This is an optimization exercise on Yosys and OpenROAD, whose aim is a short achievable clock period and few clock cycles, not a production implementation.
Function was checked by simulation only, so behaviour that the tests miss may differ from the original.
Power is estimated from default activity; no workload was simulated.

$ cat flow/config.mk
export PLATFORM = sky130hd
export DESIGN_NAME = dcache_top
export DESIGN_NICKNAME = dcache_top
export VERILOG_FILES = /design/flow/design.v
export SDC_FILE = /design/flow/constraint.sdc
export NUM_CORES = 4
export LEC_CHECK = 0
export CAP_MARGIN = 20
export CORE_MARGIN = 2
export CORE_UTILIZATION = 40
export SETUP_SLACK_MARGIN = 0.2
export SLEW_MARGIN = 20
$ cat flow/constraint.sdc
create_clock -name core_clock -period 10.0 [get_ports {CLK}]
set_input_delay 2.0000 -clock core_clock [delete_from_list [all_inputs] [get_ports {CLK}]]
set_output_delay 2.0000 -clock core_clock [all_outputs]
set_load 0.01 [all_outputs]
$ cat flow/design.v
`timescale 1ns/1ps
`default_nettype none
module dcache_array (
    input  logic  CLK,
    input  logic  nRST,
    input  logic [2:0]  lookup_idx,
    input  logic [25:0]  lookup_tag,
    output logic  hit,
    output logic  hit_way,
    output logic  lru_way,
    input  logic  rd_way,
    output logic  rd_valid,
    output logic  rd_dirty,
    output logic [25:0]  rd_tag,
    output logic [31:0] rd_data0,
    output logic [31:0] rd_data1,
    input  logic  wr_en,
    input  logic [2:0]  wr_idx,
    input  logic  wr_way,
    input  logic  wr_valid,
    input  logic  wr_dirty,
    input  logic [25:0]  wr_tag,
    input  logic [31:0] wr_data0,
    input  logic [31:0] wr_data1,
    input  logic  wr_lru
);
    localparam int WORD_W     = 32;
    localparam int ADDR_W     = 32;
    localparam int BYTE_OFF_W = 2;
    localparam int BLK_OFF_W  = 1;
    localparam int IDX_W      = 3;
    localparam int TAG_W      = ADDR_W - IDX_W - BLK_OFF_W - BYTE_OFF_W;
    localparam int NUM_SETS    = 1 << IDX_W;
    localparam int NUM_WAYS    = 2;
    localparam int NUM_FRAMES  = NUM_SETS * NUM_WAYS;
    localparam int FRAME_IDX_W = $clog2(NUM_FRAMES) + 1;
    logic  valid_q [NUM_SETS][NUM_WAYS];
    logic  dirty_q [NUM_SETS][NUM_WAYS];
    logic [25:0]  tag_q   [NUM_SETS][NUM_WAYS];
    logic [31:0] data0_q [NUM_SETS][NUM_WAYS];
    logic [31:0] data1_q [NUM_SETS][NUM_WAYS];
    logic  lru_q   [NUM_SETS];
    logic match0;
    logic match1;
    assign match0 = valid_q[lookup_idx][0] && (tag_q[lookup_idx][0] == lookup_tag);
    assign match1 = valid_q[lookup_idx][1] && (tag_q[lookup_idx][1] == lookup_tag);
    assign hit     = match0 || match1;
    assign hit_way = match1;
    assign lru_way = lru_q[lookup_idx];
    assign rd_valid = valid_q[lookup_idx][rd_way];
    assign rd_dirty = dirty_q[lookup_idx][rd_way];
    assign rd_tag   = tag_q[lookup_idx][rd_way];
    assign rd_data0 = data0_q[lookup_idx][rd_way];
    assign rd_data1 = data1_q[lookup_idx][rd_way];
    always_ff @(posedge CLK, negedge nRST) begin
        if (!nRST) begin
            for (int s = 0; s < NUM_SETS; s++) begin
                lru_q[s] <= 1'b0;
                for (int w = 0; w < NUM_WAYS; w++) begin
                    valid_q[s][w] <= 1'b0;
                    dirty_q[s][w] <= 1'b0;
                    tag_q[s][w]   <= '0;
                    data0_q[s][w] <= '0;
                    data1_q[s][w] <= '0;
                end
            end
        end else if (wr_en) begin
            valid_q[wr_idx][wr_way] <= wr_valid;
            dirty_q[wr_idx][wr_way] <= wr_dirty;
            tag_q[wr_idx][wr_way]   <= wr_tag;
            data0_q[wr_idx][wr_way] <= wr_data0;
            data1_q[wr_idx][wr_way] <= wr_data1;
            lru_q[wr_idx]           <= wr_lru;
        end
    end
endmodule
`default_nettype wire
`timescale 1ns/1ps
`default_nettype none
module dcache_ctrl (
    input  logic  CLK,
    input  logic  nRST,
    input  logic  dmem_ren,
    input  logic  dmem_wen,
    input  logic [31:0] dmem_addr,
    input  logic [31:0] dmem_store,
    input  logic  halt,
    output logic  dhit,
    output logic [31:0] dmem_load,
    output logic  flushed,
    output logic  mem_ren,
    output logic  mem_wen,
    output logic [31:0] mem_addr,
    output logic [31:0] mem_store,
    input  logic [31:0] mem_load,
    input  logic  mem_wait,
    output logic [2:0]  lookup_idx,
    output logic [25:0]  lookup_tag,
    input  logic  hit,
    input  logic  hit_way,
    input  logic  lru_way,
    output logic  rd_way,
    input  logic  rd_valid,
    input  logic  rd_dirty,
    input  logic [25:0]  rd_tag,
    input  logic [31:0] rd_data0,
    input  logic [31:0] rd_data1,
    output logic  wr_en,
    output logic [2:0]  wr_idx,
    output logic  wr_way,
    output logic  wr_valid,
    output logic  wr_dirty,
    output logic [25:0]  wr_tag,
    output logic [31:0] wr_data0,
    output logic [31:0] wr_data1,
    output logic  wr_lru
);
    localparam int WORD_W     = 32;
    localparam int ADDR_W     = 32;
    localparam int BYTE_OFF_W = 2;
    localparam int BLK_OFF_W  = 1;
    localparam int IDX_W      = 3;
    localparam int TAG_W      = ADDR_W - IDX_W - BLK_OFF_W - BYTE_OFF_W;
    localparam int NUM_SETS    = 1 << IDX_W;
    localparam int NUM_WAYS    = 2;
    localparam int NUM_FRAMES  = NUM_SETS * NUM_WAYS;
    localparam int FRAME_IDX_W = $clog2(NUM_FRAMES) + 1;
    localparam logic [3:0] IDLE        = 4'd0;
    localparam logic [3:0] WRITEBACK1  = 4'd1;
    localparam logic [3:0] WRITEBACK2  = 4'd2;
    localparam logic [3:0] LOAD1       = 4'd3;
    localparam logic [3:0] LOAD2       = 4'd4;
    localparam logic [3:0] FLUSH_CHECK = 4'd5;
    localparam logic [3:0] FLUSH_WB1   = 4'd6;
    localparam logic [3:0] FLUSH_WB2   = 4'd7;
    localparam logic [3:0] FLUSHED     = 4'd8;
    logic [3:0] state, next_state;
    logic [FRAME_IDX_W-1:0] flush_cnt, next_flush_cnt;
    logic flushed_q;
    logic [25:0] cpu_tag;
    logic [2:0] cpu_idx;
    logic cpu_blk;
    logic cpu_req;
    logic flush_mode;
    logic flush_done;
    assign cpu_tag = dmem_addr[ADDR_W-1 -: TAG_W];
    assign cpu_idx = dmem_addr[BYTE_OFF_W + BLK_OFF_W +: IDX_W];
    assign cpu_blk = dmem_addr[BYTE_OFF_W];
    assign cpu_req = dmem_ren || dmem_wen;
    assign flush_mode = (state == FLUSH_CHECK) || (state == FLUSH_WB1)
                     || (state == FLUSH_WB2);
    assign flush_done = (flush_cnt == FRAME_IDX_W'(NUM_FRAMES));
    assign lookup_idx = flush_mode ? flush_cnt[IDX_W-1:0] : cpu_idx;
    assign lookup_tag = cpu_tag;
    assign rd_way = flush_mode ? flush_cnt[IDX_W]
                  : ((state == IDLE) && hit) ? hit_way : lru_way;
    assign dhit      = (state == IDLE) && cpu_req && hit && !halt;
    assign dmem_load = cpu_blk ? rd_data1 : rd_data0;
    assign flushed   = flushed_q;
    always_comb begin
        next_state     = state;
        next_flush_cnt = flush_cnt;
        case (state)
            IDLE: begin
                if (halt) begin
                    next_state = FLUSH_CHECK;
                end else if (cpu_req && !hit) begin
                    next_state = rd_dirty ? WRITEBACK1 : LOAD1;
                end
            end
            WRITEBACK1:  if (!mem_wait) next_state = WRITEBACK2;
            WRITEBACK2:  if (!mem_wait) next_state = LOAD1;
            LOAD1:       if (!mem_wait) next_state = LOAD2;
            LOAD2:       if (!mem_wait) next_state = IDLE;
            FLUSH_CHECK: begin
                if (flush_done) begin
                    next_state = FLUSHED;
                end else if (rd_valid && rd_dirty) begin
                    next_state = FLUSH_WB1;
                end else begin
                    next_flush_cnt = flush_cnt + 1'b1;
                end
            end
            FLUSH_WB1:   if (!mem_wait) next_state = FLUSH_WB2;
            FLUSH_WB2: begin
                if (!mem_wait) begin
                    next_state     = FLUSH_CHECK;
                    next_flush_cnt = flush_cnt + 1'b1;
                end
            end
            FLUSHED:     next_state = FLUSHED;
            default:     next_state = IDLE;
        endcase
    end
    always_comb begin
        mem_ren   = 1'b0;
        mem_wen   = 1'b0;
        mem_addr  = '0;
        mem_store = '0;
        wr_en    = 1'b0;
        wr_idx   = lookup_idx;
        wr_way   = rd_way;
        wr_valid = rd_valid;
        wr_dirty = rd_dirty;
        wr_tag   = rd_tag;
        wr_data0 = rd_data0;
        wr_data1 = rd_data1;
        wr_lru   = lru_way;
        case (state)
            IDLE: begin
                if (dhit) begin
                    wr_en  = 1'b1;
                    wr_lru = ~hit_way;
                    if (dmem_wen) begin
                        wr_dirty = 1'b1;
                        if (cpu_blk) begin
                            wr_data1 = dmem_store;
                        end else begin
                            wr_data0 = dmem_store;
                        end
                    end
                end
            end
            WRITEBACK1, FLUSH_WB1: begin
                mem_wen   = 1'b1;
                mem_addr  = {rd_tag, lookup_idx, 1'b0, {BYTE_OFF_W{1'b0}}};
                mem_store = rd_data0;
            end
            WRITEBACK2, FLUSH_WB2: begin
                mem_wen   = 1'b1;
                mem_addr  = {rd_tag, lookup_idx, 1'b1, {BYTE_OFF_W{1'b0}}};
                mem_store = rd_data1;
                if ((state == FLUSH_WB2) && !mem_wait) begin
                    wr_en    = 1'b1;
                    wr_valid = 1'b0;
                    wr_dirty = 1'b0;
                end
            end
            LOAD1: begin
                mem_ren  = 1'b1;
                mem_addr = {cpu_tag, cpu_idx, 1'b0, {BYTE_OFF_W{1'b0}}};
                if (!mem_wait) begin
                    wr_en    = 1'b1;
                    wr_valid = 1'b0;
                    wr_dirty = 1'b0;
                    wr_tag   = cpu_tag;
                    wr_data0 = mem_load;
                end
            end
            LOAD2: begin
                mem_ren  = 1'b1;
                mem_addr = {cpu_tag, cpu_idx, 1'b1, {BYTE_OFF_W{1'b0}}};
                if (!mem_wait) begin
                    wr_en    = 1'b1;
                    wr_valid = 1'b1;
                    wr_dirty = 1'b0;
                    wr_tag   = cpu_tag;
                    wr_data1 = mem_load;
                end
            end
            default: begin
            end
        endcase
    end
    always_ff @(posedge CLK, negedge nRST) begin
        if (!nRST) begin
            state     <= IDLE;
            flush_cnt <= '0;
            flushed_q <= 1'b0;
        end else begin
            state     <= next_state;
            flush_cnt <= next_flush_cnt;
            flushed_q <= (next_state == FLUSHED);
        end
    end
endmodule
`default_nettype wire
`timescale 1ns/1ps
`default_nettype none
module dcache_top (
    input  logic  CLK,
    input  logic  nRST,
    input  logic  dmem_ren,
    input  logic  dmem_wen,
    input  logic [31:0] dmem_addr,
    input  logic [31:0] dmem_store,
    input  logic  halt,
    output logic  dhit,
    output logic [31:0] dmem_load,
    output logic  flushed,
    output logic  mem_ren,
    output logic  mem_wen,
    output logic [31:0] mem_addr,
    output logic [31:0] mem_store,
    input  logic [31:0] mem_load,
    input  logic  mem_wait
);
    localparam int WORD_W     = 32;
    localparam int ADDR_W     = 32;
    localparam int BYTE_OFF_W = 2;
    localparam int BLK_OFF_W  = 1;
    localparam int IDX_W      = 3;
    localparam int TAG_W      = ADDR_W - IDX_W - BLK_OFF_W - BYTE_OFF_W;
    localparam int NUM_SETS    = 1 << IDX_W;
    localparam int NUM_WAYS    = 2;
    localparam int NUM_FRAMES  = NUM_SETS * NUM_WAYS;
    localparam int FRAME_IDX_W = $clog2(NUM_FRAMES) + 1;
    logic [2:0]  lookup_idx;
    logic [25:0]  lookup_tag;
    logic  hit;
    logic  hit_way;
    logic  lru_way;
    logic  rd_way;
    logic  rd_valid;
    logic  rd_dirty;
    logic [25:0]  rd_tag;
    logic [31:0] rd_data0;
    logic [31:0] rd_data1;
    logic  wr_en;
    logic [2:0]  wr_idx;
    logic  wr_way;
    logic  wr_valid;
    logic  wr_dirty;
    logic [25:0]  wr_tag;
    logic [31:0] wr_data0;
    logic [31:0] wr_data1;
    logic  wr_lru;
    dcache_array u_array (
        .CLK        (CLK),
        .nRST       (nRST),
        .lookup_idx (lookup_idx),
        .lookup_tag (lookup_tag),
        .hit        (hit),
        .hit_way    (hit_way),
        .lru_way    (lru_way),
        .rd_way     (rd_way),
        .rd_valid   (rd_valid),
        .rd_dirty   (rd_dirty),
        .rd_tag     (rd_tag),
        .rd_data0   (rd_data0),
        .rd_data1   (rd_data1),
        .wr_en      (wr_en),
        .wr_idx     (wr_idx),
        .wr_way     (wr_way),
        .wr_valid   (wr_valid),
        .wr_dirty   (wr_dirty),
        .wr_tag     (wr_tag),
        .wr_data0   (wr_data0),
        .wr_data1   (wr_data1),
        .wr_lru     (wr_lru)
    );
    dcache_ctrl u_ctrl (
        .CLK        (CLK),
        .nRST       (nRST),
        .dmem_ren   (dmem_ren),
        .dmem_wen   (dmem_wen),
        .dmem_addr  (dmem_addr),
        .dmem_store (dmem_store),
        .halt       (halt),
        .dhit       (dhit),
        .dmem_load  (dmem_load),
        .flushed    (flushed),
        .mem_ren    (mem_ren),
        .mem_wen    (mem_wen),
        .mem_addr   (mem_addr),
        .mem_store  (mem_store),
        .mem_load   (mem_load),
        .mem_wait   (mem_wait),
        .lookup_idx (lookup_idx),
        .lookup_tag (lookup_tag),
        .hit        (hit),
        .hit_way    (hit_way),
        .lru_way    (lru_way),
        .rd_way     (rd_way),
        .rd_valid   (rd_valid),
        .rd_dirty   (rd_dirty),
        .rd_tag     (rd_tag),
        .rd_data0   (rd_data0),
        .rd_data1   (rd_data1),
        .wr_en      (wr_en),
        .wr_idx     (wr_idx),
        .wr_way     (wr_way),
        .wr_valid   (wr_valid),
        .wr_dirty   (wr_dirty),
        .wr_tag     (wr_tag),
        .wr_data0   (wr_data0),
        .wr_data1   (wr_data1),
        .wr_lru     (wr_lru)
    );
endmodule
`default_nettype wire
$ cat flow/run.sh
#!/bin/bash
# synth_recipe.tcl (not shown) runs the flow's synth.tcl, then flattens the netlist and writes it again
# the make line also repeats each setting of config.mk as NAME=value (left out here)
make -C /OpenROAD-flow-scripts/flow DESIGN_CONFIG=/design/flow/config.mk WORK_HOME=/design/flow/orfs CLKGATE_MAP_FILE= SYNTH_SCRIPT=/design/flow/synth_recipe.tcl finish
==> results.py <==
metrics = {
    "clock_network": {
        "cts.sinks": 1490,
        "cts_root_buffer": "clkbuf_16",
        "clk-insertion-delay-late_ns": 0.83,
        "clk_pin_slew_worst_paths_ns": 0.05,
        "cts_buffer_depth": 3,
        "cts_tree": "built",
        "cts_buffers": 162,
        "ctsHtreeMaxLevel": 4,
    },
    "worst_setup_path": {
        "path_buf_inv": 9,
        "crit_fanout": 22,
        "slowest_stage": "clkdlybuf4s50_1",
        "crit_required_ns": 8.00,
        "path_common_cell": "buf_4",
        "crit_type": "primary input to output pin",
        "rr_worst_depth": 16,
        "critPathTopFamily": "buffers and inverters",
        "r2r_slack_ns": 2.24,
        "worstPathCellList": "clkdlybuf4s50_1 -> buf_12 -> inv_1 -> a21oi_4 -> buf_4 -> o22ai_2 -> buf_4 -> a21oi_1 -> nor4_1 -> buf_4 -> xnor2_1 -> nor4_1 -> nand4_1 -> or2_4 -> o211a_4 -> buf_12 -> buf_4 -> a211oi_1 -> nand2_1 -> o211ai_1 -> o22ai_1 -> clkdlybuf4s50_1",
        "reg2reg_from": "u_ctrl.state[2]",
        "startpoint_type": "primary input",
        "crit_arrival_ns": 7.72,
        "r2r_end": "u_array.data0_q[14][21]",
        "critPathMaxStageDelay_ns": 0.56,
        "endpoint_kind": "output pin",
    },
    "detailed_routing": {
        "drtPass1Iterations": 8,
        "drtAntennaViolNets": 0,
        "wl_per_cell_microns": 27.9,
        "viasPerCell": 6.16,
        "top_layer": "met5",
        "wl_microns": 274000,
        "vias": 60400,
        "met3_wirelength_microns": 25700,
        "wl_met2_microns": 123000,
        "drc": 0,
        "wl_met1_microns": 112000,
        "drt-initial-drc-count": 7732,
    },
    "floorplan": {
        "io_pins": 202,
        "die_area_sq_um": 175000,
        "initial_core_util_pct": 40.1,
        "die_w_microns": 418,
        "core-area_sq_um": 171000,
        "die_y_microns": 418,
        "num_rows": 152,
    },
    "timing": {
        "min_period_ns": 9.72,
        "maxSlewViolCount": 0,
        "rsz0062_at_grt": "no",
        "fin_setup_tns_ns": 0,
        "worst_pin_slew_ns": 1.18,
        "fmax_mhz": 103,
        "finalHoldViolCount": 0,
        "slew_headroom_pct": 21.0,
        "fin_crit_sh_pct": 97.2,
        "finClkSkew_ns": 0.0521,
        "finalHoldWorstSlack_ns": 0.475,
        "setup_viol": 0,
    },
    "yosys": {
        "synth_cells": 7396,
        "synth_edf_count": 0,
        "synth-seq-cells": 1490,
        "ys.flop_type": "dfrtp_1",
        "syn_area_sq_um": 68700,
        "yosys_warnings": 8,
        "yosysSeqAreaShare_pct": 54.3,
        "yosys.cell_types.count": 101,
        "yosysTopAreaCell": "dfrtp_1",
        "synth_top_area_share_pct": 54.3,
        "async_flop_share_pct": 100,
        "synth.top_cells.by_area": "dfrtp_1 54%, o21ai_0 9.5%, nand2_1 7.6%",
        "syn-mean-instance-area_sq_um": 9.28,
    },
    "global_route": {
        "grt_pass1_vias": 57500,
        "grt_first_pass_wirelength_microns": 399000,
        "antenna_found_initial": 7,
        "grt_max_degree": 181,
        "grt-ovfl-total": 0,
        "grt_util_all_layers_pct": 30.8,
    },
    "outcome": {
        "status": "finished clean",
    },
    "place": {
        "port_buffers": 197,
        "place_congestion": 0.959,
        "hpwl_microns": 166000,
    },
    "power_and_ir_drop": {
        "powerDensity_nw_per_um2": 380,
        "irDropWorstVdd_v": 0.000269,
        "p_leak_uw": 0.0349,
    },
    "final_layout": {
        "layout-drive-gt1-share_pct": 11.5,
        "final_common_cell": "dfrtp_1",
        "area_delta_synth_final_pct": 16.7,
        "layout.nets": 7560,
        "layout_common_cells": "1490 x dfrtp_1, 1371 x nand2_1, 1297 x o21ai_0",
    },
    "flow_run": {
        "cap_violations": 0,
    },
    "min_path": {
        "hold_end": "u_array.tag_q[11][11]",
        "hp-start": "u_array.tag_q[11][11]",
        "worstHoldPathType": "flop to flop",
        "holdPathStages": 2,
    },
}
where the power goes:
group / leakage (uW) / internal (uW) / switching [uW]
clock: 0.00272 / 3660 / 2630
combinational: 0.0122 / 4890 / 9790
sequential: 0.0199 / 8200 / 1300
layer usage:
| metal | track usage, % | vias up |
|---|---|---|
| li1 | - | 26400 |
| met1 | 41.7 | 30100 |
| met2 | 47.5 | 3164 |
| met3 | 6.35 | 671 |
| met4 | 13.8 | 6 |
| met5 | 0 | - |
synthesized netlist by cell type, types with 46 or more instances:
cell type  number
a21oi_1       414
a221oi_1      109
a222oi_1       53
a22o_1         96
a22oi_1       347
buf_1          72
buf_2          99
clkbuf_1      501
dfrtp_1      1490
inv_1          46
mux2_2         62
mux2i_1       117
nand2_1      1382
nand3_1       108
nand4_1        48
nor2_1        451
o21ai_0      1300
o22ai_1        79
final cells by class:
| cell class | count | area (sq um) |
|---|---|---|
| Antenna cell | 1 | 2.50 |
| Clock buffer | 229 | 4660 |
| Clock inverter | 58 | 932 |
| Fill cell | 16200 | 91000 |
| Inverter | 47 | 176 |
| Multi-Input combinational cell | 5165 | 28800 |
| Sequential cell | 1490 | 37300 |
| Tap cell | 2233 | 2790 |
| Timing Repair Buffer | 590 | 5430 |
repair_timing:
item | in CTS | in global routing
gates resized for setup | 3 | 23
endpoints found under the setup margin | 6 | 85
gates cloned | 0 | 2
buffers inserted | 0 | 7
hold buffers | 0 | 0
pin swaps | 0 | 2
registers in the layout (all words and copies together), names as in the netlist:
signal and flops:
u_array.data0_q 512, u_array.data1_q 512, u_array.tag_q 416, u_array.dirty_q 16, u_array.valid_q 16, u_array.lru_q 8, u_ctrl.flush_cnt 5, u_ctrl.state 4
u_ctrl.flushed_q 1
per-stage QoR:
stage                     std cells  utilization (%)  setup slack, ns  power (uW)  instance area (sq um)
after global placement         9506             43.4            0.156       23400                  74200
after CTS                      9794             46.7            0.211       30000                  79900
after floorplan                7397                -             1.92       16800                  68700
after detailed placement       9507             43.4            0.152       23700                  74300
after global routing           9812             46.8            0.206       31900                  80100
final                          9813             46.8            0.278       30500                  80100
worst max path at each step:
stage,startpoint,end,slack [ns],cells past startpoint
2_1_floorplan,dmem_addr[3],dmem_load[9],1.92,19
3_3_place_gp,dmem_addr[4],mem_store[20],0.16,21
3_5_place_dp,dmem_addr[4],mem_store[10],0.15,20
4_1_cts,dmem_addr[4],mem_store[14],0.21,22
5_1_grt,dmem_addr[4],mem_store[20],0.21,22
6_report,dmem_addr[4],mem_store[20],0.28,22
cells by family after synthesis:
family | share of synthesized area [%]
AOI/OAI and AO/OA | 24.6
xor gates and xnor gates | 0.434
adders and majority gates | 0.0364
buffers and inverters | 4.41
DFF | 54.3
muxes | 2.89
other | 0.00546
and+or+nand+nor | 13.3
tightest hold or removal path, stage by stage, from the launching register on:
cell     delay (ns)
dfrtp_1        0.34
nand2_1        0.04
o21ai_0        0.06
Testbench counts, summed over its fixed seeds: cycles 60,186.

re-timing with driven ports:
How much do the figures lean on ideal ports? The routed layout below was timed once more, with nothing changed but the port constraints. Step 1 sets driving cells, clkbuf_16 on the clock port and buf_2 on the other inputs (assumed; they add their load-dependent delay and slew). Step 2 moves the port delays by t, midway between the first and last clock arrival at a register: inputs arrive t later, outputs are due t later. That takes back most of the time a late clock gives input paths. Three values: ideal, step 1, step 2; two values: the first two.
shift t [ns]: 0.894
slack for setup (ns): 0.278 / 0.253 / 0.253
worst hold slack (ns): 0.475 / 0.475 / 0.475
After both steps this run still meets setup and hold. For this run, drivers alone change the setup slack by -0.025 ns; drivers and shift together by -0.025 ns.
